This design comes from an exercise in tuning for small area and a short achievable clock period on the open sky130 flow, not from production work.
Where RTL was checked, it was by simulation tests only, not by an equivalence proof against the original.
Only the layout flow was run in runs 2 to 4; the RTL was not checked for function there.
Power figures rest on the tool's default switching activity, not on a simulated workload.

**flow/design.v**
```verilog
`default_nettype none
package fpu_pkg;
	typedef logic [31:0] fp32_t;	 
	typedef logic [31:0] int32_t;	 
	typedef logic [7:0]  exp_t;	 
	typedef logic [22:0] frac_t;	 
	typedef logic [23:0] sig_t;	 
	localparam exp_t EXP_MAX  = 8'd255;
	localparam exp_t EXP_BIAS = 8'd127;
	localparam int LATENCY = 3;
	typedef struct packed {
		logic [5:0] op1;	 
		logic [4:0] fmt;	 
		logic [5:0] op2;	 
	} instr_t;
	typedef struct packed {
		logic invalid_op;
		logic nan;
		logic ovf;
	} fpu_exc_t;
	typedef enum logic [2:0] {
		OP_IDLE,
		OP_ABS,
		OP_NEG,
		OP_FLOOR,
		OP_FTOI,
		OP_ITOF,
		OP_INVALID
	} op_t;
	localparam logic [5:0] OP1_COP1    = 6'b010001;
	localparam logic [4:0] FMT_S       = 5'b10000;
	localparam logic [4:0] FMT_W_FTOI  = 5'b00000;
	localparam logic [4:0] FMT_ITOF    = 5'b00100;
	localparam logic [5:0] FUNCT_ABS   = 6'b000101;
	localparam logic [5:0] FUNCT_NEG   = 6'b000111;
	localparam logic [5:0] FUNCT_FLOOR = 6'b001111;
	localparam logic [5:0] FUNCT_CVT   = 6'b000000;
endpackage
`default_nettype wire
`default_nettype none
module fpu_top (
	input  wire         clk,
	input  wire         rstn,
	input       fpu_pkg::instr_t instr,
	input       fpu_pkg::fp32_t  x1,	 
	input       fpu_pkg::int32_t x2,	 
	output fpu_pkg::fp32_t       y,
	output fpu_pkg::fpu_exc_t    exc
);
	function automatic logic [4:0] ftoi_amt(input logic [4:0] k);	 
		ftoi_amt = '0;
		for (int j = 0; j < 32; j++) if (k == 5'(j)) ftoi_amt = 5'((30 - j) & 31);
	endfunction
	function automatic logic [7:0] itof_exp(input logic [4:0] k);	 
		itof_exp = '0;
		for (int j = 0; j < 32; j++) if (k == 5'(j)) itof_exp = 8'(157 - j);
	endfunction
	function automatic logic [22:0] floor_mask(input logic [7:0] ee);
		for (int i = 0; i < 23; i++) floor_mask[i] = !ee[7] || (i < 22 && ee[4:0] <= 5'(21 - i));
	endfunction
	logic d_abs, d_neg, d_flr, d_ftoi, d_itof, cop1;
	assign cop1   = instr.op1 == fpu_pkg::OP1_COP1;
	assign d_abs  = cop1 && instr.fmt == fpu_pkg::FMT_S && instr.op2 == fpu_pkg::FUNCT_ABS;
	assign d_neg  = cop1 && instr.fmt == fpu_pkg::FMT_S && instr.op2 == fpu_pkg::FUNCT_NEG;
	assign d_flr  = cop1 && instr.fmt == fpu_pkg::FMT_S && instr.op2 == fpu_pkg::FUNCT_FLOOR;
	assign d_ftoi = cop1 && instr.fmt == fpu_pkg::FMT_W_FTOI && instr.op2 == fpu_pkg::FUNCT_CVT;
	assign d_itof = cop1 && instr.fmt == fpu_pkg::FMT_ITOF && instr.op2 == fpu_pkg::FUNCT_CVT;
	logic [7:0] e1;
	logic       fz_d, c_nan, c_ovf, c_half, c_norm;
	assign e1     = x1[30:23];
	assign fz_d   = x1[22:0] == '0;
	assign c_nan  = (e1 == 8'hff) && !fz_d;
	assign c_ovf  = !c_nan && ((e1 > 8'd158) || (e1 == 8'd158 && !(x1[31] && fz_d)));
	assign c_half = e1 == 8'd126;
	assign c_norm = (e1 >= 8'd127) && !c_nan && !c_ovf;
	logic fl_c_d;
	assign fl_c_d = x1[31] && e1 >= 8'd127 && e1 < 8'd150 && |(x1[22:0] & floor_mask(e1));
	logic o_sgn_d, o_flr_d, o_ft_d, o_fh_d, o_it_d;
	fpu_pkg::fpu_exc_t x_d;
	assign o_sgn_d       = rstn && (d_abs || d_neg);
	assign o_flr_d       = rstn && d_flr;
	assign o_ft_d        = rstn && d_ftoi && c_norm;
	assign o_fh_d        = rstn && d_ftoi && c_half;	 
	assign o_it_d        = rstn && d_itof && x2 != '0;
	assign x_d.invalid_op = rstn && !(d_abs || d_neg || d_flr || d_ftoi || d_itof);
	assign x_d.nan        = rstn && d_ftoi && c_nan;
	assign x_d.ovf        = rstn && d_ftoi && c_ovf;
	logic        s2;
	logic [30:0] v2;
	logic [30:0] pick;
	logic [30:0] cpl;
	logic [31:0] d_d;
	assign s2 = x2[31];
	assign v2 = x2[30:0];
	logic [30:0] vz;
	logic [4:0]  lz1;
	logic [4:0]  amt1;
	assign vz = x2[30:0] ^ {31{s2}};
	always_comb begin
		lz1 = 5'd31;
		for (int i = 0; i < 31; i++) begin
			if (vz[i]) lz1 = 5'(30 - i);
		end
	end
	assign amt1 = instr.fmt[2] ? lz1 : ftoi_amt(x1[27:23]);
	always_comb begin
		for (int i = 0; i < 23; i++) pick[i] = instr.fmt[2] ? v2[22-i] : x1[i];
		for (int i = 23; i < 31; i++) pick[i] = instr.fmt[2] ? v2[53-i] : x1[i];
		cpl[22:0]  = {23{instr.fmt[2] ? s2 : (!instr.fmt[4] && x1[31])}};
		cpl[30:23] = {8{instr.fmt[2] && s2}};
		d_d[30:0]  = pick ^ cpl;
		if (instr.fmt[2])  d_d[31] = s2;
		else if (d_neg)    d_d[31] = ~x1[31];
		else if (d_abs)    d_d[31] = 1'b0;
		else               d_d[31] = x1[31];
	end
	logic              o_sgn, o_flr, o_ft, o_fh, o_it;
	fpu_pkg::fpu_exc_t x_q;
	logic [31:0]       d_q;
	logic [4:0]        amt;	 
	logic              fz_q;	 
	logic              fl_c;	 
	always_ff @(posedge clk) begin
		fl_c  <= fl_c_d;
		amt   <= amt1;
		o_sgn <= o_sgn_d;
		o_flr <= o_flr_d;
		o_ft  <= o_ft_d;
		o_fh  <= o_fh_d;
		o_it  <= o_it_d;
		x_q   <= x_d;
		d_q   <= d_d;
		fz_q  <= fz_d;
	end
	logic        s;
	logic [7:0]  e;
	logic [22:0] fr;
	assign s  = d_q[31];
	assign e  = d_q[30:23];
	assign fr = d_q[22:0];
	logic [32:0] sin, sa, sb, sc, sd, se;
	assign sin  = {o_it ? s : ~s, d_q[22:0], o_it ? d_q[30:23] : {8{s}}, s};
	assign sa   = amt[4] ? {{16{s}}, sin[32:16]} : sin;
	assign sb   = amt[3] ? {{8{s}}, sa[32:8]} : sa;
	assign sc   = amt[2] ? {{4{s}}, sb[32:4]} : sb;
	assign sd   = amt[1] ? {{2{s}}, sc[32:2]} : sc;
	assign se   = amt[0] ? {s, sd[32:1]} : sd;
	logic [22:0] mask;
	logic        fl_mid;
	logic [31:0] fl_a;
	assign mask   = floor_mask(e);
	assign fl_mid = (e >= 8'd127) && (e < 8'd150);
	always_comb begin
		if (e == 8'hff && !fz_q)  fl_a = d_q | 32'h0040_0000;
		else if (!fl_mid && e >= 8'd150) fl_a = d_q;
		else if (!fl_mid) fl_a = (s && (e != '0 || !fz_q)) ? 32'hbf80_0000 : {s, 31'd0};
		else if (fl_c)    fl_a = d_q | {9'd0, mask};
		else              fl_a = d_q & ~{9'd0, mask};
	end
	logic [31:0] nrm;
	logic [7:0]  v8;
	logic        g, sig0, t1, t0, ci;
	logic [31:0] ai;
	always_comb begin
		for (int n = 0; n < 32; n++) nrm[n] = se[32-n];
		for (int k = 0; k < 8; k++) v8[k] = d_q[22-k];
	end
	always_comb begin
		g    = s;
		sig0 = s;
		t1   = 1'b1;
		t0   = 1'b0;
		for (int j = 0; j < 7; j++) if (amt == 5'(j)) g = v8[6-j];
		for (int j = 0; j < 8; j++) if (amt == 5'(j)) sig0 = v8[7-j];
		for (int k = 0; k < 6; k++) begin
			if (int'(amt) + k <= 5) begin
				t1 = t1 & v8[k];
				t0 = t0 | v8[k];
			end
		end
	end
	assign ci = s ? (g | (t1 & sig0)) : (g & (sig0 | t0));
	assign ai = {s, itof_exp(amt), nrm[30:8]};
	logic [32:0] data_d;
	logic        val_d;
	fpu_pkg::fpu_exc_t x2_d;
	always_comb begin
		if (o_it)       data_d = {ai, ci};
		else if (o_ft)  data_d = se;
		else if (o_flr) data_d = {fl_a, fl_c};
		else if (o_fh)  data_d = {{32{s}}, ~s};	 
		else            data_d = {d_q, 1'b0};
	end
	assign val_d = rstn && (o_sgn || o_flr || o_ft || o_fh || o_it);
	assign x2_d  = rstn ? x_q : '0;
	logic [32:0]       data_q;
	logic              val_q;
	fpu_pkg::fpu_exc_t x2_q;
	always_ff @(posedge clk) begin
		data_q <= data_d;
		val_q  <= val_d;
		x2_q   <= x2_d;
	end
	logic [31:0] a;
	logic        c;
	logic [31:0] pre;	 
	logic [31:0] y_d;
	assign a = data_q[32:1];
	assign c = data_q[0];
	always_comb begin
		pre[0] = 1'b1;
		for (int i = 1; i < 32; i++) pre[i] = pre[i-1] & a[i-1];
	end
	assign y_d = {32{rstn && val_q}} & (a ^ ({32{c}} & pre));	 
	always_ff @(posedge clk) begin
		y   <= y_d;
		exc <= rstn ? x2_q : '0;
	end
endmodule
`default_nettype wire
```
**flow/flow/run.sh**
```bash
#!/bin/bash
# Standard synthesis, then the combinational logic re-mapped by ABC with
# iterated choice-based mapping, sizing left to the resizer (flip-flops untouched), then the standard
# layout from floorplan on, with plain buffers on the ports and a
# lighter clock tree.
set -euo pipefail
WORK=$(pwd)
R=$WORK/orfs/results/$FLOW_PLATFORM/fpu_top/base
LOGS=$WORK/orfs/logs/$FLOW_PLATFORM/fpu_top/base
bash standard.sh synth > $WORK/flow_synth.log 2>&1
cp $R/1_2_yosys.v $R/1_2_yosys.std.v
YOSYS=$FLOW_HOME/../tools/install/yosys/bin/yosys
[ -x "$YOSYS" ] || YOSYS=$(command -v yosys)
export REABC_LIB=$FLOW_HOME/platforms/$FLOW_PLATFORM/lib/sky130_fd_sc_hd__tt_025C_1v80.lib
export REABC_IN=$R/1_2_yosys.std.v
export REABC_OUT=$R/1_2_yosys.v
export REABC_SCRIPT=$WORK/flow/abc.scr
export REABC_CONSTR=$WORK/orfs/objects/$FLOW_PLATFORM/fpu_top/base/abc.constr
export REABC_DONT_USE="$(grep -m1 -- '^abc -script' $LOGS/1_2_yosys.log | grep -o -- '-dont_use [^ ]*' | awk '{print $2}' | tr '\n' ' ')"
export REABC_FLOPS="$(grep -o 'sky130_fd_sc_hd__[a-z]*df[a-z0-9_]*' $R/1_2_yosys.std.v | sort -u | tr '\n' ' ')"
$YOSYS -c $WORK/flow/reabc.tcl > $WORK/flow_reabc.log 2>&1
rm -f $R/1_synth.odb $R/1_synth.sdc
export SETUP_SLACK_MARGIN=5.2
# port buffers: the smallest plain buffer, which the resizer upsizes where needed
export BUFFER_PORTS_ARGS="-buffer_cell sky130_fd_sc_hd__buf_1"
# clock tree: mid-size buffers and no dummy loads
export CTS_ARGS="-sink_clustering_enable -repair_clock_nets -buf_list sky130_fd_sc_hd__clkbuf_8 -dont_use_dummy_load"
bash standard.sh finish > $WORK/flow_finish.log 2>&1
```
**flow/flow/abc.scr**
```
strash
dc2
dch
map
strash
dc2
dch
map
strash
dch
map
topo
```
**flow/flow/reabc.tcl**
```tcl
# Re-map the combinational logic of the standard synthesis netlist with a
# different ABC script. Every flip-flop instance (name and cell type) is kept.
set lib     $::env(REABC_LIB)
set in      $::env(REABC_IN)
set out     $::env(REABC_OUT)
set script  $::env(REABC_SCRIPT)
set dontuse $::env(REABC_DONT_USE)

yosys read_liberty -ignore_miss_func $lib
yosys read_verilog $in
yosys hierarchy -top $::env(FLOW_TOP)
foreach ff [split $::env(REABC_FLOPS)] {
  yosys setattr -mod -set keep_hierarchy 1 $ff
}
yosys flatten
yosys rename -hide w:*.*
yosys opt_clean
set args [list -script $script -liberty $lib -constr $::env(REABC_CONSTR)]
foreach c [split $dontuse] { if {$c ne ""} { lappend args -dont_use $c } }
yosys abc {*}$args
yosys opt_clean -purge
yosys rename -enumerate
foreach ff [split $::env(REABC_FLOPS)] {
  yosys blackbox $ff
}
yosys tee -o $out.stat stat -liberty $lib
yosys write_verilog -noattr -nohex -nodec $out
```
**flow/standard.sh**
```bash
#!/bin/bash
# synth_recipe.tcl (not shown) runs the flow's synth.tcl, then flattens the netlist and writes it again
# the make line also repeats each setting of config.mk as NAME=value (left out here)
make -C /OpenROAD-flow-scripts/flow DESIGN_CONFIG=/design/flow/config.mk WORK_HOME=/design/flow/orfs CLKGATE_MAP_FILE= SYNTH_SCRIPT=/design/flow/synth_recipe.tcl "${@:-finish}"
```
**flow/config.mk**
```make
export PLATFORM = sky130hd
export DESIGN_NAME = fpu_top
export DESIGN_NICKNAME = fpu_top
export VERILOG_FILES = /design/flow/design.v
export SDC_FILE = /design/flow/constraint.sdc
export NUM_CORES = 4
export LEC_CHECK = 0
export CAP_MARGIN = 20
export CORE_MARGIN = 2
export CORE_UTILIZATION = 40
export PLACE_DENSITY = 0.75
export SLEW_MARGIN = 20
```
**flow/constraint.sdc**
```tcl
create_clock -name core_clock -period 8.0 [get_ports {clk}]
set_input_delay 1.6000 -clock core_clock [delete_from_list [all_inputs] [get_ports {clk}]]
set_output_delay 1.6000 -clock core_clock [all_outputs]
set_load 0.01 [all_outputs]
```
==> results of run 1 <==
==> cells in the final DEF (no fill, tap or decap), drive strengths merged, types with 12 or more instances in the layout <==
| cell type | instances |
|---|---|
| a21oi | 112 |
| a22oi | 29 |
| a31oi | 19 |
| buf | 148 |
| clkbuf | 23 |
| clkinv | 154 |
| dfxtp | 119 |
| nand2 | 200 |
| nand3 | 43 |
| nor2 | 163 |
| nor3 | 32 |
| nor4 | 12 |
| o211ai | 15 |
| o21ai | 189 |
| o221ai | 12 |
| o22ai | 19 |
| xnor2 | 26 |
==> metrics by stage <==
step / std cells / hold WS, ps / util [%] / area (sq um)
after floorplan: 1213 / 383 / - / 7740
after global placement: 1603 / 384 / 45.7 / 8610
after detailed placement: 1603 / 387 / 45.7 / 8610
after CTS: 1626 / 398 / 48.0 / 9030
after global routing: 1644 / 412 / 49.9 / 9400
final: 1644 / 396 / 49.9 / 9400
==> tightest hold or removal path, delay by kind of cell, from the launching register on <==
family / cells / cell delay, ps
flip-flops: 1 / 310
AND/OR/NAND/NOR: 1 / 30
buffers and inverters: 1 / 40
==> layout make-up <==
type | instances | area [sq um]
tap | 260 | 325
clock buffer | 17 | 234
inverter | 162 | 654
sequential | 119 | 2400
fill | 1995 | 9430
timing repair buffer | 154 | 786
multi-input combinational | 932 | 5000
==> timing repair <==
item	CTS	global route
hold buffers	0	0
hold endpoints to repair	0	0
cloned	0	1
gates resized for setup	43	68
pin swaps	2	23
setup endpoints to repair	73	42
buffers inserted	6	17
==> power by group <==
group | internal, uW | leakage (uW) | switching, uW
Combinational | 155 | 0.00227 | 330
Sequential | 643 | 0.000987 | 58.2
Clock | 186 | 0.000122 | 203
==> routing by layer <==
metal	vias up	routed length (microns)	track usage, %
met2	565	14200	47.5
met1	4350	12600	38.0
met5	-	0	0
met3	120	2550	4.93
li1	4600	-	-
met4	0	1800	17.1
==> state kept, by name, summed over array words and instances (netlist names), 3 cells and up <==
name	count
d_q	32
x_q	3
x2_q	3
y	32
amt	5
data_q	33
exc	3
==> path summary, 6_finish.rpt <==
path                startpoint                 end  slack (ps)  depth (start not counted)
max reg2reg  data_q[6]$_DFF_P_       y[31]$_DFF_P_        5130                         12
max                     x2[31]      amt[1]$_DFF_P_        5030                         12
min             x_q[1]$_DFF_P_  x2_q[1]$_SDFF_PN0_         400                          2
min reg2reg     x_q[1]$_DFF_P_  x2_q[1]$_SDFF_PN0_         400                          2
==> impl_metrics.env, run 1 <==
export IMPL_p_per_area_nw_per_um2=168
export IMPL_grt_pass1_wl_microns=46500
export IMPL_cts_num_sinks=119
export IMPL_cts_root_buf="clkbuf_8"
export IMPL_first_pass_iters=9
export IMPL_path_class="input port to register"
export IMPL_final_max_slew_viol_count=0
export IMPL_finalCritPeriodShare_pct=37.1
export IMPL_hold_path_class="register to register"
export IMPL_diodes=0
export IMPL_die_area_sq_um=20400
export IMPL_area_delta_synth_final_pct=21.8
export IMPL_synth_area_sq_um=7710
export IMPL_cp_arrival_ps=3270
export IMPL_die_h_microns=143
export IMPL_hold_violations=0
export IMPL_crit_family="compound AO/OA/AOI/OAI gates"
export IMPL_min_period_ps=2970
export IMPL_cts_inserted_buffers=17
export IMPL_path_max_fanout=9
export IMPL_rows=50
export IMPL_p_leak_uw=0.00338
export IMPL_clkLatencyLatePin_ps=460
export IMPL_gr_total_overflow=0
export IMPL_maxSlewHeadroom_pct=38.9
export IMPL_syn_mean_instance_area_sq_um=6.36
export IMPL_fin_skew_ps=30.9
export IMPL_hpwl_microns=23700
export IMPL_fin_nets=1469
export IMPL_clock_fmax_ghz=0.337
export IMPL_gp_congestion=1.06
export IMPL_wire_per_inst_microns=18.9
export IMPL_post_place_ws_ps=4290
export IMPL_cts_clk_slew_worst_paths_ps=80
export IMPL_numPortBuffers=117
export IMPL_max_stage_delay_ps=380
export IMPL_grt_max_degree=59
export IMPL_slowest_stage="a221oi_2"
export IMPL_vias=9635
export IMPL_vdd_drop_max_v=0.0000663
export IMPL_start_util_pct=41.0
export IMPL_cap_viol_max_count=0
export IMPL_grt_setup_unrepaired="yes"
export IMPL_cts_path_max_buffers=2
export IMPL_drtIter0Drc=952
export IMPL_num_io_pins=118
export IMPL_crit_top_cell="o22ai_1"
export IMPL_cts_tree="done"
export IMPL_route_detailed_drc=0
export IMPL_drive_gt1_share_pct=9.90
export IMPL_wirelength_microns=31100
export IMPL_cts_max_level=4
export IMPL_tns_ps=0
export IMPL_setup_ws_ps=5030
export IMPL_worstMarginPinSlew_ps=905
export IMPL_vias_per_cell=5.86
export IMPL_grt_total_usage_pct=29.8
export IMPL_cp_buffers_inverters=3
export IMPL_syn_num_nets=1296
export IMPL_antenna_left=0
export IMPL_endpoint_kind="register"
export IMPL_die_width_microns=143
export IMPL_yosysWarnings=1
export IMPL_core_sq_um=18800
export IMPL_antenna_found_initial=0
export IMPL_syn_inst=1213
export IMPL_worst_setup_path_start_kind="input port"
export IMPL_required_ps=8310
export IMPL_grt_pass1_vias=8479
export IMPL_crit_path_cell_trace="clkbuf_2 > buf_12 > clkinv_16 > nand2_4 > a22oi_2 > o21ai_1 > a31oi_1 > o22ai_1 > a221oi_2 > o22ai_1 > a21oi_1 > o31ai_1"
export IMPL_power_uw=1570
export IMPL_outcome="timing/DRC/antenna clean"
export IMPL_finalSetupViolCount=0
==> inputs of run 2 (changes only) <==
--- a/flow/design.v
+++ b/flow/design.v
@@ -87,15 +87,13 @@
 	assign x_d.ovf        = rstn && d_ftoi && c_ovf;
 	logic        s2;
 	logic [30:0] v2;
-	logic [30:0] pick;
-	logic [30:0] cpl;
 	logic [31:0] d_d;
 	assign s2 = x2[31];
 	assign v2 = x2[30:0];
 	logic [30:0] vz;
 	logic [4:0]  lz1;
 	logic [4:0]  amt1;
-	assign vz = x2[30:0] ^ {31{s2}};
+	assign vz = x2[31:1] ^ x2[30:0];
 	always_comb begin
 		lz1 = 5'd31;
 		for (int i = 0; i < 31; i++) begin
@@ -104,11 +102,8 @@
 	end
 	assign amt1 = instr.fmt[2] ? lz1 : ftoi_amt(x1[27:23]);
 	always_comb begin
-		for (int i = 0; i < 23; i++) pick[i] = instr.fmt[2] ? v2[22-i] : x1[i];
-		for (int i = 23; i < 31; i++) pick[i] = instr.fmt[2] ? v2[53-i] : x1[i];
-		cpl[22:0]  = {23{instr.fmt[2] ? s2 : (!instr.fmt[4] && x1[31])}};
-		cpl[30:23] = {8{instr.fmt[2] && s2}};
-		d_d[30:0]  = pick ^ cpl;
+		for (int i = 0; i < 23; i++) d_d[i] = instr.fmt[2] ? v2[22-i] : x1[i];
+		for (int i = 23; i < 31; i++) d_d[i] = instr.fmt[2] ? v2[53-i] : x1[i];
 		if (instr.fmt[2])  d_d[31] = s2;
 		else if (d_neg)    d_d[31] = ~x1[31];
 		else if (d_abs)    d_d[31] = 1'b0;
@@ -139,7 +134,9 @@
 	assign e  = d_q[30:23];
 	assign fr = d_q[22:0];
 	logic [32:0] sin, sa, sb, sc, sd, se;
-	assign sin  = {o_it ? s : ~s, d_q[22:0], o_it ? d_q[30:23] : {8{s}}, s};
+	logic [30:0] dx;	 
+	assign dx   = d_q[30:0] ^ {31{s}};
+	assign sin  = {o_it ? s : ~s, dx[22:0], o_it ? dx[30:23] : {8{s}}, s};
 	assign sa   = amt[4] ? {{16{s}}, sin[32:16]} : sin;
 	assign sb   = amt[3] ? {{8{s}}, sa[32:8]} : sa;
 	assign sc   = amt[2] ? {{4{s}}, sb[32:4]} : sb;
@@ -163,7 +160,7 @@
 	logic [31:0] ai;
 	always_comb begin
 		for (int n = 0; n < 32; n++) nrm[n] = se[32-n];
-		for (int k = 0; k < 8; k++) v8[k] = d_q[22-k];
+		for (int k = 0; k < 8; k++) v8[k] = dx[22-k];
 	end
 	always_comb begin
 		g    = s;
--- a/flow/flow/run.sh
+++ b/flow/flow/run.sh
@@ -1,6 +1,6 @@
 #!/bin/bash
 # Standard synthesis, then the combinational logic re-mapped by ABC with
-# iterated choice-based mapping, sizing left to the resizer (flip-flops untouched), then the standard
+# iterated choice-based mapping (flip-flops untouched), then the standard
 # layout from floorplan on, with plain buffers on the ports and a
 # lighter clock tree.
 set -euo pipefail
==> flow/flow/abc.scr (replaced) <==
strash
dc2
dch
map
strash
dc2
dch
map
strash
dch
map
topo
buffer -c
upsize -c
dnsize -c
--- a/flow/config.mk
+++ b/flow/config.mk
@@ -8,5 +8,4 @@
 export CAP_MARGIN = 20
 export CORE_MARGIN = 2
 export CORE_UTILIZATION = 40
-export PLACE_DENSITY = 0.75
 export SLEW_MARGIN = 20
==> run 2 against run 1 <==
  * Largest power group unchanged
  * Global-route usage is 1.7 points lower
  * Design area is 0.85% higher
  * Synthesized area grew 6.0%
  * Still clean
  * Combinational power is 2% lower
  * Hold slack improved by 5.8 ps
==> impl_metrics.env, run 2 <==
export IMPL_outcome="timing/DRC/antenna clean"
export IMPL_min_to="x2_q[1]$_SDFF_PN0_"
export IMPL_syn_mean_instance_area_sq_um=6.46
export IMPL_cp_arrival_ps=3170
export IMPL_drive_gt1_share_pct=8.93
export IMPL_maxSlewHeadroom_pct=41.0
export IMPL_tns_ps=0
export IMPL_hold_path_class="register to register"
export IMPL_cts_clk_slew_worst_paths_ps=70
export IMPL_endpoint_kind="register"
export IMPL_clkLatencyLatePin_ps=430
export IMPL_hold_depth=2
export IMPL_die_width_microns=147
export IMPL_antenna_left=0
export IMPL_hpwl_microns=24000
export IMPL_p_sw_share_pct=36.8
export IMPL_vias_per_cell=5.88
export IMPL_path_class="input port to register"
export IMPL_min_period_ps=2870
export IMPL_cts_inserted_buffers=17
export IMPL_cts_path_max_buffers=2
export IMPL_fin_nets=1462
export IMPL_grt_total_usage_pct=28.1
export IMPL_gp_congestion=1.05
export IMPL_setup_ws_ps=5130
export IMPL_biggestRegsByFlops="data_q x33, d_q x32, y x32"
export IMPL_worst_setup_path_start_kind="input port"
export IMPL_fin_util_pct=47.0
export IMPL_cts_max_level=4
export IMPL_grt_pass1_wl_microns=47300
export IMPL_final_cell_mix="nand2_1, nor2_1, o21ai_0"
export IMPL_grt_setup_unrepaired="yes"
export IMPL_synth_area_sq_um=8180
export IMPL_power_frac_seq_pct=43.9
export IMPL_gr_total_overflow=0
export IMPL_syn_num_nets=1349
export IMPL_p_comb_share_pct=31.5
export IMPL_hold_violations=0
export IMPL_cts_tree="done"
export IMPL_antenna_found_initial=0
export IMPL_grt_max_degree=59
export IMPL_r2r_start="data_q[0]$_DFF_P_"
export IMPL_p_per_area_nw_per_um2=160
export IMPL_area_delta_synth_final_pct=15.8
export IMPL_start_util_pct=40.6
export IMPL_max_flop_register="data_q"
export IMPL_wire_per_inst_microns=18.9
export IMPL_worstRegToRegCells=15
export IMPL_path_max_fanout=4
export IMPL_r2r_setup_slack_ps=5180
export IMPL_yosysWarnings=1
export IMPL_finalSetupViolCount=0
export IMPL_finalCritPeriodShare_pct=35.9
export IMPL_core_sq_um=20200
export IMPL_die_h_microns=147
export IMPL_final_max_slew_viol_count=0
export IMPL_r2r_end="y[27]$_DFF_P_"
export IMPL_cap_viol_max_count=0
export IMPL_rows=52
export IMPL_p_clk_share_pct=24.6
export IMPL_cts_num_sinks=119
export IMPL_largest_reg_flops=33
export IMPL_wirelength_microns=31200
export IMPL_cts_root_buf="clkbuf_8"
export IMPL_p_int_uw=958
export IMPL_hp_start="x_q[1]$_DFF_P_"
export IMPL_route_detailed_drc=0
export IMPL_die_area_sq_um=21600
export IMPL_diodes=0
export IMPL_syn_inst=1266
export IMPL_grt_pass1_vias=8638
export IMPL_worstMarginPinSlew_ps=882
export IMPL_post_place_ws_ps=4590
export IMPL_first_pass_iters=6
export IMPL_drtIter0Drc=1019
export IMPL_clock_fmax_ghz=0.348
export IMPL_p_leak_uw=0.00388
export IMPL_numPortBuffers=117
export IMPL_mostFrequentLayoutCell="nand2_1"
export IMPL_netSwitchingPower_uw=557
export IMPL_vias=9688
export IMPL_num_io_pins=118
export IMPL_vdd_drop_max_v=0.0000608
export IMPL_fin_skew_ps=26.9
export IMPL_required_ps=8300
==> run 2: stage by stage <==
step | hold WS [ps] | cell area [sq um] | power [uW] | std cells
2_1_floorplan | 388 | 8190 | 951 | 1266
3_3_place_gp | 391 | 8810 | 1110 | 1604
3_5_place_dp | 395 | 8810 | 1100 | 1604
4_1_cts | 405 | 9120 | 1490 | 1626
5_1_grt | 415 | 9480 | 1590 | 1647
6_report | 401 | 9480 | 1520 | 1647
==> run 2: critical path: stages <==
cell	delay, ps
buf_8	100
and2_4	150
o211ai_1	160
o2bb2ai_1	140
a21oi_1	90
o22ai_1	110
a21oi_1	90
o22ai_1	130
a21oi_1	90
o22ai_1	150
a21oi_2	100
o21bai_1	140
nand3_1	110
==> run 2: power by group through the flow <==
stage | sequential (uW) | clock [uW] | combinational (uW)
2_1_floorplan | 651 | 0 | 300
3_3_place_gp | 672 | 0 | 434
3_5_place_dp | 673 | 0 | 431
4_1_cts | 661 | 390 | 440
5_1_grt | 667 | 412 | 512
6_report | 666 | 373 | 477
==> run 2: how the worst max path moves through the flow <==
stage | start | to | slack [ps] | cells after the start
final | x2[3] | amt[0]$_DFF_P_ | 5130 | 13
after detailed placement | x2[2] | amt[0]$_DFF_P_ | 4590 | 13
after CTS | x2[3] | amt[0]$_DFF_P_ | 5120 | 13
after floorplan | x2[3] | amt[0]$_DFF_P_ | 5120 | 12
after global routing | data_q[1]$_DFF_P_ | y[27]$_DFF_P_ | 4940 | 15
after global placement | x2[2] | amt[0]$_DFF_P_ | 4640 | 13
==> run 2: area by class of cell <==
| class | instances | area (sq um) |
|---|---|---|
| inverters | 146 | 579 |
| multi-input cells | 944 | 5180 |
| repair inverters | 3 | 17.5 |
| fillers | 2196 | 10700 |
| repair buffers | 148 | 722 |
| well taps | 270 | 338 |
| clock buffers | 17 | 234 |
| flip-flops and latches | 119 | 2400 |
==> run 2: what timing repair did <==
action / CTS / global route
gates cloned: 3 / 0
setup buffers: 2 / 21
endpoints found under the setup margin: 27 / 50
pin swaps: 0 / 12
gates resized for setup: 17 / 71
hold buffers: 0 / 0
==> run 2: layer usage <==
layer / up-vias / wire length (microns) / GRT usage [%]
li1: 4566 / - / -
met1: 4381 / 12200 / 35.8
met2: 631 / 14100 / 44.5
met3: 110 / 3010 / 4.32
met4: 0 / 1860 / 17.9
met5: - / 0 / 0
==> inputs of run 3 (changes only) <==
--- a/flow/design.v
+++ b/flow/design.v
@@ -76,24 +76,27 @@
 	logic fl_c_d;
 	assign fl_c_d = x1[31] && e1 >= 8'd127 && e1 < 8'd150 && |(x1[22:0] & floor_mask(e1));
 	logic o_sgn_d, o_flr_d, o_ft_d, o_fh_d, o_it_d;
-	fpu_pkg::fpu_exc_t x_d;
+	logic [1:0] x_d;	 
 	assign o_sgn_d       = rstn && (d_abs || d_neg);
 	assign o_flr_d       = rstn && d_flr;
 	assign o_ft_d        = rstn && d_ftoi && c_norm;
 	assign o_fh_d        = rstn && d_ftoi && c_half;	 
 	assign o_it_d        = rstn && d_itof && x2 != '0;
-	assign x_d.invalid_op = rstn && !(d_abs || d_neg || d_flr || d_ftoi || d_itof);
-	assign x_d.nan        = rstn && d_ftoi && c_nan;
-	assign x_d.ovf        = rstn && d_ftoi && c_ovf;
+	logic x_inv;
+	assign x_inv  = !(d_abs || d_neg || d_flr || d_ftoi || d_itof);
+	assign x_d[1] = rstn && (x_inv || (d_ftoi && c_nan));
+	assign x_d[0] = rstn && (x_inv || (d_ftoi && c_ovf));
 	logic        s2;
 	logic [30:0] v2;
+	logic [30:0] pick;
+	logic [30:0] cpl;
 	logic [31:0] d_d;
 	assign s2 = x2[31];
 	assign v2 = x2[30:0];
 	logic [30:0] vz;
 	logic [4:0]  lz1;
 	logic [4:0]  amt1;
-	assign vz = x2[31:1] ^ x2[30:0];
+	assign vz = x2[30:0] ^ {31{s2}};
 	always_comb begin
 		lz1 = 5'd31;
 		for (int i = 0; i < 31; i++) begin
@@ -102,15 +105,18 @@
 	end
 	assign amt1 = instr.fmt[2] ? lz1 : ftoi_amt(x1[27:23]);
 	always_comb begin
-		for (int i = 0; i < 23; i++) d_d[i] = instr.fmt[2] ? v2[22-i] : x1[i];
-		for (int i = 23; i < 31; i++) d_d[i] = instr.fmt[2] ? v2[53-i] : x1[i];
+		for (int i = 0; i < 23; i++) pick[i] = instr.fmt[2] ? v2[22-i] : x1[i];
+		for (int i = 23; i < 31; i++) pick[i] = instr.fmt[2] ? v2[53-i] : x1[i];
+		cpl[22:0]  = {23{instr.fmt[2] ? s2 : (!instr.fmt[4] && x1[31])}};
+		cpl[30:23] = {8{instr.fmt[2] && s2}};
+		d_d[30:0]  = pick ^ cpl;
 		if (instr.fmt[2])  d_d[31] = s2;
 		else if (d_neg)    d_d[31] = ~x1[31];
 		else if (d_abs)    d_d[31] = 1'b0;
 		else               d_d[31] = x1[31];
 	end
 	logic              o_sgn, o_flr, o_ft, o_fh, o_it;
-	fpu_pkg::fpu_exc_t x_q;
+	logic [1:0]        x_q;
 	logic [31:0]       d_q;
 	logic [4:0]        amt;	 
 	logic              fz_q;	 
@@ -134,9 +140,7 @@
 	assign e  = d_q[30:23];
 	assign fr = d_q[22:0];
 	logic [32:0] sin, sa, sb, sc, sd, se;
-	logic [30:0] dx;	 
-	assign dx   = d_q[30:0] ^ {31{s}};
-	assign sin  = {o_it ? s : ~s, dx[22:0], o_it ? dx[30:23] : {8{s}}, s};
+	assign sin  = {o_it ? s : ~s, d_q[22:0], o_it ? d_q[30:23] : {8{s}}, s};
 	assign sa   = amt[4] ? {{16{s}}, sin[32:16]} : sin;
 	assign sb   = amt[3] ? {{8{s}}, sa[32:8]} : sa;
 	assign sc   = amt[2] ? {{4{s}}, sb[32:4]} : sb;
@@ -160,7 +164,7 @@
 	logic [31:0] ai;
 	always_comb begin
 		for (int n = 0; n < 32; n++) nrm[n] = se[32-n];
-		for (int k = 0; k < 8; k++) v8[k] = dx[22-k];
+		for (int k = 0; k < 8; k++) v8[k] = d_q[22-k];
 	end
 	always_comb begin
 		g    = s;
@@ -180,7 +184,7 @@
 	assign ai = {s, itof_exp(amt), nrm[30:8]};
 	logic [32:0] data_d;
 	logic        val_d;
-	fpu_pkg::fpu_exc_t x2_d;
+	logic [1:0]  x2_d;
 	always_comb begin
 		if (o_it)       data_d = {ai, ci};
 		else if (o_ft)  data_d = se;
@@ -192,7 +196,7 @@
 	assign x2_d  = rstn ? x_q : '0;
 	logic [32:0]       data_q;
 	logic              val_q;
-	fpu_pkg::fpu_exc_t x2_q;
+	logic [1:0]        x2_q;
 	always_ff @(posedge clk) begin
 		data_q <= data_d;
 		val_q  <= val_d;
@@ -211,7 +215,9 @@
 	assign y_d = {32{rstn && val_q}} & (a ^ ({32{c}} & pre));	 
 	always_ff @(posedge clk) begin
 		y   <= y_d;
-		exc <= rstn ? x2_q : '0;
+		exc.invalid_op <= rstn && x2_q == 2'd3;
+		exc.nan        <= rstn && x2_q == 2'd2;
+		exc.ovf        <= rstn && x2_q == 2'd1;
 	end
 endmodule
 `default_nettype wire
--- a/flow/config.mk
+++ b/flow/config.mk
@@ -8,4 +8,5 @@
 export CAP_MARGIN = 20
 export CORE_MARGIN = 2
 export CORE_UTILIZATION = 40
+export PLACE_DENSITY = 0.75
 export SLEW_MARGIN = 20
==> run 3 against run 2 <==
  * Clock-buffer cell count is the same
  * Largest power group unchanged
  * Die area grew 0.11%
  * Critical endpoint is now o_ft$_DFF_P_
  * Sequential share of layout area shrank 0.38 points
  * Fmax is 1.4% higher
  * Combinational power rose by 1%
==> impl_metrics.env, run 3 <==
export IMPL_vias_per_cell=5.94
export IMPL_biggestRegsByFlops="data_q x33, d_q x32, y x32"
export IMPL_hpwl_microns=25500
export IMPL_setup_ws_ps=5170
export IMPL_fin_skew_ps=24.2
export IMPL_grt_pass1_vias=9173
export IMPL_worstMarginPinSlew_ps=955
export IMPL_numPortBuffers=117
export IMPL_die_h_microns=147
export IMPL_met3_wirelength_microns=2750
export IMPL_wire_per_inst_microns=19.7
export IMPL_cap_viol_max_count=0
export IMPL_antenna_left=0
export IMPL_max_stage_delay_ps=450
export IMPL_largest_reg_flops=33
export IMPL_rows=52
export IMPL_slowest_stage="or4_4"
export IMPL_outcome="timing/DRC/antenna clean"
export IMPL_syn_inst=1290
export IMPL_gp_congestion=1.07
export IMPL_cp_arrival_ps=3160
export IMPL_cts_root_buf="clkbuf_8"
export IMPL_cts_path_max_buffers=2
export IMPL_clock_fmax_ghz=0.353
export IMPL_final_max_slew_viol_count=0
export IMPL_cts_clk_slew_worst_paths_ps=60
export IMPL_yosysWarnings=1
export IMPL_gr_total_overflow=0
export IMPL_cts_num_sinks=117
export IMPL_vdd_drop_max_v=0.0000795
export IMPL_grt_setup_unrepaired="yes"
export IMPL_topRoutingLayerUsed="met4"
export IMPL_cp_buffers_inverters=1
export IMPL_p_per_area_nw_per_um2=168
export IMPL_tns_ps=0
export IMPL_synth_area_sq_um=8190
export IMPL_finalSetupViolCount=0
export IMPL_final_cell_mix="nand2_1, o21ai_0, nor2_1"
export IMPL_cts_max_level=4
export IMPL_clkLatencyLatePin_ps=450
export IMPL_syn_num_nets=1373
export IMPL_maxSlewHeadroom_pct=36.2
export IMPL_crit_family="simple AND/OR/NAND/NOR gates"
export IMPL_path_max_fanout=3
export IMPL_die_width_microns=147
export IMPL_start_util_pct=40.6
export IMPL_p_leak_uw=0.00398
export IMPL_endpoint_kind="register"
export IMPL_post_place_ws_ps=3900
export IMPL_core_sq_um=20200
export IMPL_cts_inserted_buffers=17
export IMPL_max_flop_register="data_q"
export IMPL_die_area_sq_um=21600
export IMPL_diodes=0
export IMPL_grt_pass1_wl_microns=50100
export IMPL_path_class="input port to register"
export IMPL_route_met2_wl_microns=15000
export IMPL_worst_setup_path_start_kind="input port"
export IMPL_fin_nets=1479
export IMPL_min_period_ps=2830
export IMPL_num_io_pins=118
export IMPL_wirelength_met1_microns=12700
export IMPL_cts_hold_buf=0
export IMPL_hold_path_class="register to register"
export IMPL_grt_max_degree=54
export IMPL_postPlaceCellArea_sq_um=8810
export IMPL_mostFrequentLayoutCell="nand2_1"
export IMPL_required_ps=8330
export IMPL_crit_path_cell_trace="buf_1 > nor4_2 > and3_1 > nand2_1 > or4_4 > nor2_4 > nand2_2 > a2111oi_2"
export IMPL_drive_gt1_share_pct=8.32
export IMPL_power_uw=1580
export IMPL_wirelength_microns=32700
export IMPL_cts_tree="done"
export IMPL_antenna_found_initial=0
export IMPL_route_detailed_drc=0
export IMPL_hold_violations=0
export IMPL_area_delta_synth_final_pct=15.1
export IMPL_fin_area_sq_um=9430
export IMPL_first_pass_iters=7
export IMPL_syn_mean_instance_area_sq_um=6.35
export IMPL_drtIter0Drc=1165
export IMPL_vias=9888
export IMPL_grt_total_usage_pct=29.8
export IMPL_finalCritPeriodShare_pct=35.4
## run 3: final timing paths
path / start / endpoint / slack, ps / cells past startpoint
hold / removal: x_q[1]$_DFF_P_ / x2_q[1]$_SDFF_PN0_ / 420 / 2
setup / recovery: instr[16] / o_ft$_DFF_P_ / 5170 / 8
setup reg to reg: o_flr$_DFF_P_ / data_q[19]$_DFF_P_ / 5300 / 7
hold reg to reg: x_q[1]$_DFF_P_ / x2_q[1]$_SDFF_PN0_ / 420 / 2
## run 3: report_power, final
| part | total (uW) | internal [uW] | leakage (uW) | switching [uW] |
|---|---|---|---|---|
| Sequential | 700 | 632 | 0.000971 | 67.9 |
| Combinational | 482 | 152 | 0.00288 | 330 |
| Clock | 397 | 186 | 0.000122 | 211 |
| Total | 1580 | 971 | 0.00398 | 609 |
## run 3: layout make-up
| class | instances | area (sq um) |
|---|---|---|
| multi-input cells | 961 | 5170 |
| repair inverters | 2 | 10.0 |
| clock buffers | 17 | 234 |
| fillers | 2195 | 10700 |
| flip-flops and latches | 117 | 2350 |
| well taps | 270 | 338 |
| repair buffers | 146 | 731 |
| inverters | 151 | 594 |
## run 3: worst min-delay path, cell delays in order, from the launching register on
cell,delay (ps)
dfxtp_1,300
inv_1,50
nor2_1,30
## run 3: per-layer routing
| metal | vias to the layer above | global-route usage (%) |
|---|---|---|
| li1 | 4660 | - |
| met1 | 4500 | 36.3 |
| met2 | 592 | 48.9 |
| met3 | 136 | 4.88 |
| met4 | 0 | 19.2 |
| met5 | - | 0 |
## run 3: timing repair
action | 4_1_cts | 5_1_grt
setup buffers | 4 | 14
setup endpoints to repair | 61 | 44
gates resized for setup | 22 | 52
cloned | 1 | 2
pin swaps | 2 | 13
## run 3: stage by stage
stage,util (%),instances,hold WS (ps)
after floorplan,-,1290,388
after global placement,43.7,1626,404
after detailed placement,43.7,1626,410
after CTS,45.3,1648,418
after global routing,46.7,1664,427
final,46.7,1664,417
==> inputs of run 4 (changes only) <==
--- a/flow/config.mk
+++ b/flow/config.mk
@@ -7,6 +7,6 @@
 export LEC_CHECK = 0
 export CAP_MARGIN = 20
 export CORE_MARGIN = 2
-export CORE_UTILIZATION = 40
+export CORE_UTILIZATION = 50
 export PLACE_DENSITY = 0.75
 export SLEW_MARGIN = 20
==> run 4 against run 3 <==
  * Synthesized cell count stayed put
  * Clock power is 2% lower
  * Worst setup slack worse by 93 ps
  * Power is 0.36% higher
  * Global-route usage is 5.7 points higher
  * Combinational power is 3% higher
  * Flip-flop and latch count stayed put
  * Cell count is 2.9% lower
  * Sequential share of layout area is 0.080 points lower
  * Sequential power hardly changed
  * Largest cell class unchanged
  * Highest routed layer unchanged
==> impl_metrics.env, run 4 <==
export IMPL_outcome="timing/DRC/antenna clean"
export IMPL_globalRoute_busiestLayer="met2"
export IMPL_finalSetupViolCount=0
export IMPL_mostFrequentLayoutCell="nand2_1"
export IMPL_synth_area_sq_um=8190
export IMPL_hold_violations=0
export IMPL_die_area_sq_um=17400
export IMPL_tns_ps=0
export IMPL_startpoint="x1[2]"
export IMPL_syn_inst=1290
export IMPL_p_sw_share_pct=38.5
export IMPL_p_comb_share_pct=31.4
export IMPL_p_per_area_nw_per_um2=168
export IMPL_numPortBuffers=117
export IMPL_grt_setup_unrepaired="yes"
export IMPL_syn_num_nets=1373
export IMPL_grt_use_met3_pct=9.53
export IMPL_min_period_ps=2920
export IMPL_route_detailed_drc=0
export IMPL_use_met2_pct=55.3
export IMPL_drive_gt1_share_pct=9.08
export IMPL_fin_nets=1484
export IMPL_cts_max_level=4
export IMPL_grt_total_usage_pct=35.5
export IMPL_fin_util_pct=59.1
export IMPL_cts_num_sinks=117
export IMPL_grt_pass1_vias=8837
export IMPL_path_class="input port to register"
export IMPL_syn_mean_instance_area_sq_um=6.35
export IMPL_cts_root_buf="clkbuf_8"
export IMPL_antenna_found_initial=0
export IMPL_clkLatencyLatePin_ps=450
export IMPL_final_max_slew_viol_count=0
export IMPL_core_sq_um=15900
export IMPL_cts_clk_slew_worst_paths_ps=80
export IMPL_first_pass_iters=6
export IMPL_endpoint_kind="register"
export IMPL_cts_path_max_buffers=2
export IMPL_diodes=0
export IMPL_yosysWarnings=1
export IMPL_die_h_microns=132
export IMPL_cap_viol_max_count=0
export IMPL_largest_reg_flops=33
export IMPL_finalCritPeriodShare_pct=36.5
export IMPL_path_max_fanout=3
export IMPL_vias_per_cell=6.13
export IMPL_vdd_drop_max_v=0.000102
export IMPL_required_ps=8330
export IMPL_hold_path_class="register to register"
export IMPL_area_delta_synth_final_pct=15.1
export IMPL_cts_hold_buf=0
export IMPL_fillers=1589
export IMPL_gp_congestion=1.07
export IMPL_grt_max_degree=54
export IMPL_drtIter0Drc=1315
export IMPL_start_util_pct=51.4
export IMPL_met1_usage_pct=47.7
export IMPL_maxSlewHeadroom_pct=27.4
export IMPL_grt_pass1_wl_microns=48300
export IMPL_clock_fmax_ghz=0.342
export IMPL_p_int_uw=975
export IMPL_biggestRegsByFlops="data_q x33, d_q x32, y x32"
export IMPL_worstMarginPinSlew_ps=1080
export IMPL_fin_skew_ps=29.4
export IMPL_cts_tree="done"
export IMPL_hpwl_microns=25100
export IMPL_cp_arrival_ps=3250
export IMPL_gr_total_overflow=0
export IMPL_power_frac_seq_pct=44.0
export IMPL_rows=46
export IMPL_die_width_microns=132
export IMPL_worst_setup_path_start_kind="input port"
export IMPL_hp_start="x_q[1]$_DFF_P_"
export IMPL_p_leak_uw=0.00400
export IMPL_p_clk_share_pct=24.6
export IMPL_r2r_start="amt[3]$_DFF_P_"
export IMPL_cts_inserted_buffers=17
export IMPL_power_uw=1590
export IMPL_wire_per_inst_microns=19.7
export IMPL_vias=9903
export IMPL_num_io_pins=118
export IMPL_netSwitchingPower_uw=611
export IMPL_wirelength_microns=31800
export IMPL_max_flop_register="data_q"
export IMPL_antenna_left=0
export IMPL_final_cell_mix="nand2_1, o21ai_0, inv_1"
[run 4: final cells by class]
cell class / count / area, sq um / area share [%]
repair inverters: 1 / 5.00 / 0.0531
repair buffers: 152 / 778 / 8.26
multi-input cells: 961 / 5200 / 55.2
clock buffers: 17 / 234 / 2.48
well taps: 216 / 270 / 2.87
flip-flops and latches: 117 / 2340 / 24.9
inverters: 151 / 591 / 6.26
[run 4: worst max-delay path, stage by stage]
cell and delay, ps:
buf_1 90, nor3_2 220, nand2_1 100, nor4_2 140, nand3_1 230, buf_4 200, buf_4 120, nand2_1 100
inv_1 100, a2111oi_4 340
[run 4: power groups by stage]
| stage | logic [uW] | clock network [uW] | registers [uW] |
|---|---|---|---|
| final | 497 | 390 | 698 |
| after global routing | 541 | 426 | 701 |
| after CTS | 457 | 397 | 693 |
| after detailed placement | 451 | 0 | 706 |
| after global placement | 454 | 0 | 706 |
| after floorplan | 318 | 0 | 673 |
[run 4: timing repair]
| item | 4_1_cts | 5_1_grt |
|---|---|---|
| hold endpoints to repair | 0 | 0 |
| gates cloned | 1 | 2 |
| pin swaps | 2 | 13 |
| buffers inserted | 4 | 14 |
| resized for setup | 17 | 54 |
| endpoints found under the setup margin | 52 | 31 |
[run 4: path summary, 6_finish.rpt]
| kind | endpoint | slack (ps) | cells after the start |
|---|---|---|---|
| setup / recovery | o_ft$_DFF_P_ | 5080 | 10 |
| setup reg to reg | data_q[16]$_DFF_P_ | 5220 | 13 |
| hold reg to reg | x2_q[1]$_SDFF_PN0_ | 390 | 2 |
| hold / removal | x2_q[1]$_SDFF_PN0_ | 390 | 2 |
[run 4: metrics by stage]
stage / hold slack, ps / cell area [sq um] / instances / worst slack [ps]
2_1_floorplan: 388 / 8210 / 1290 / 4970
3_5_place_dp: 412 / 8780 / 1577 / 4000
5_1_grt: 424 / 9430 / 1615 / 4990
6_report: 388 / 9430 / 1615 / 5080
4_1_cts: 391 / 9100 / 1599 / 5110
3_3_place_gp: 408 / 8780 / 1577 / 4040
[run 4: per-layer routing]
metal / share of wire, % / vias up
met1: 41 / 4538
met2: 44 / 591
met5: 0 / -
met3: 12 / 88
met4: 2.9 / 0
li1: - / 4686

separate check: timing with driven ports:
Ports are ideal in the flow. The routed layouts listed here were re-timed in OpenROAD. Step 1: set_driving_cell puts a clkbuf_16 on clk and a buf_2 on each other input, an assumption about the parent block. Step 2 also shifts input and output timing later by t, the mid clock arrival at the registers, as if the neighbouring blocks saw the same clock. a / b / c = ideal / step 1 / step 2; a / b = the first two.
| run | shift t [ns] | setup slack, ns | cell pins on the clock port's net |
|---|---|---|---|
| run 1 | 0.485 | 5.031 / 5.050 / 4.564 | 1 |
| run 2 | 0.453 | 5.128 / 5.125 / 4.672 | 1 |
| run 3 | 0.479 | 5.169 / 5.175 / 4.696 | 1 |
| run 4 | 0.474 | 5.076 / 5.097 / 4.623 | 1 |
After both steps setup and hold are still met in every run listed. For run 3, which loses most, drivers alone change the setup slack by +0.006 ns; drivers and shift together by -0.473 ns.
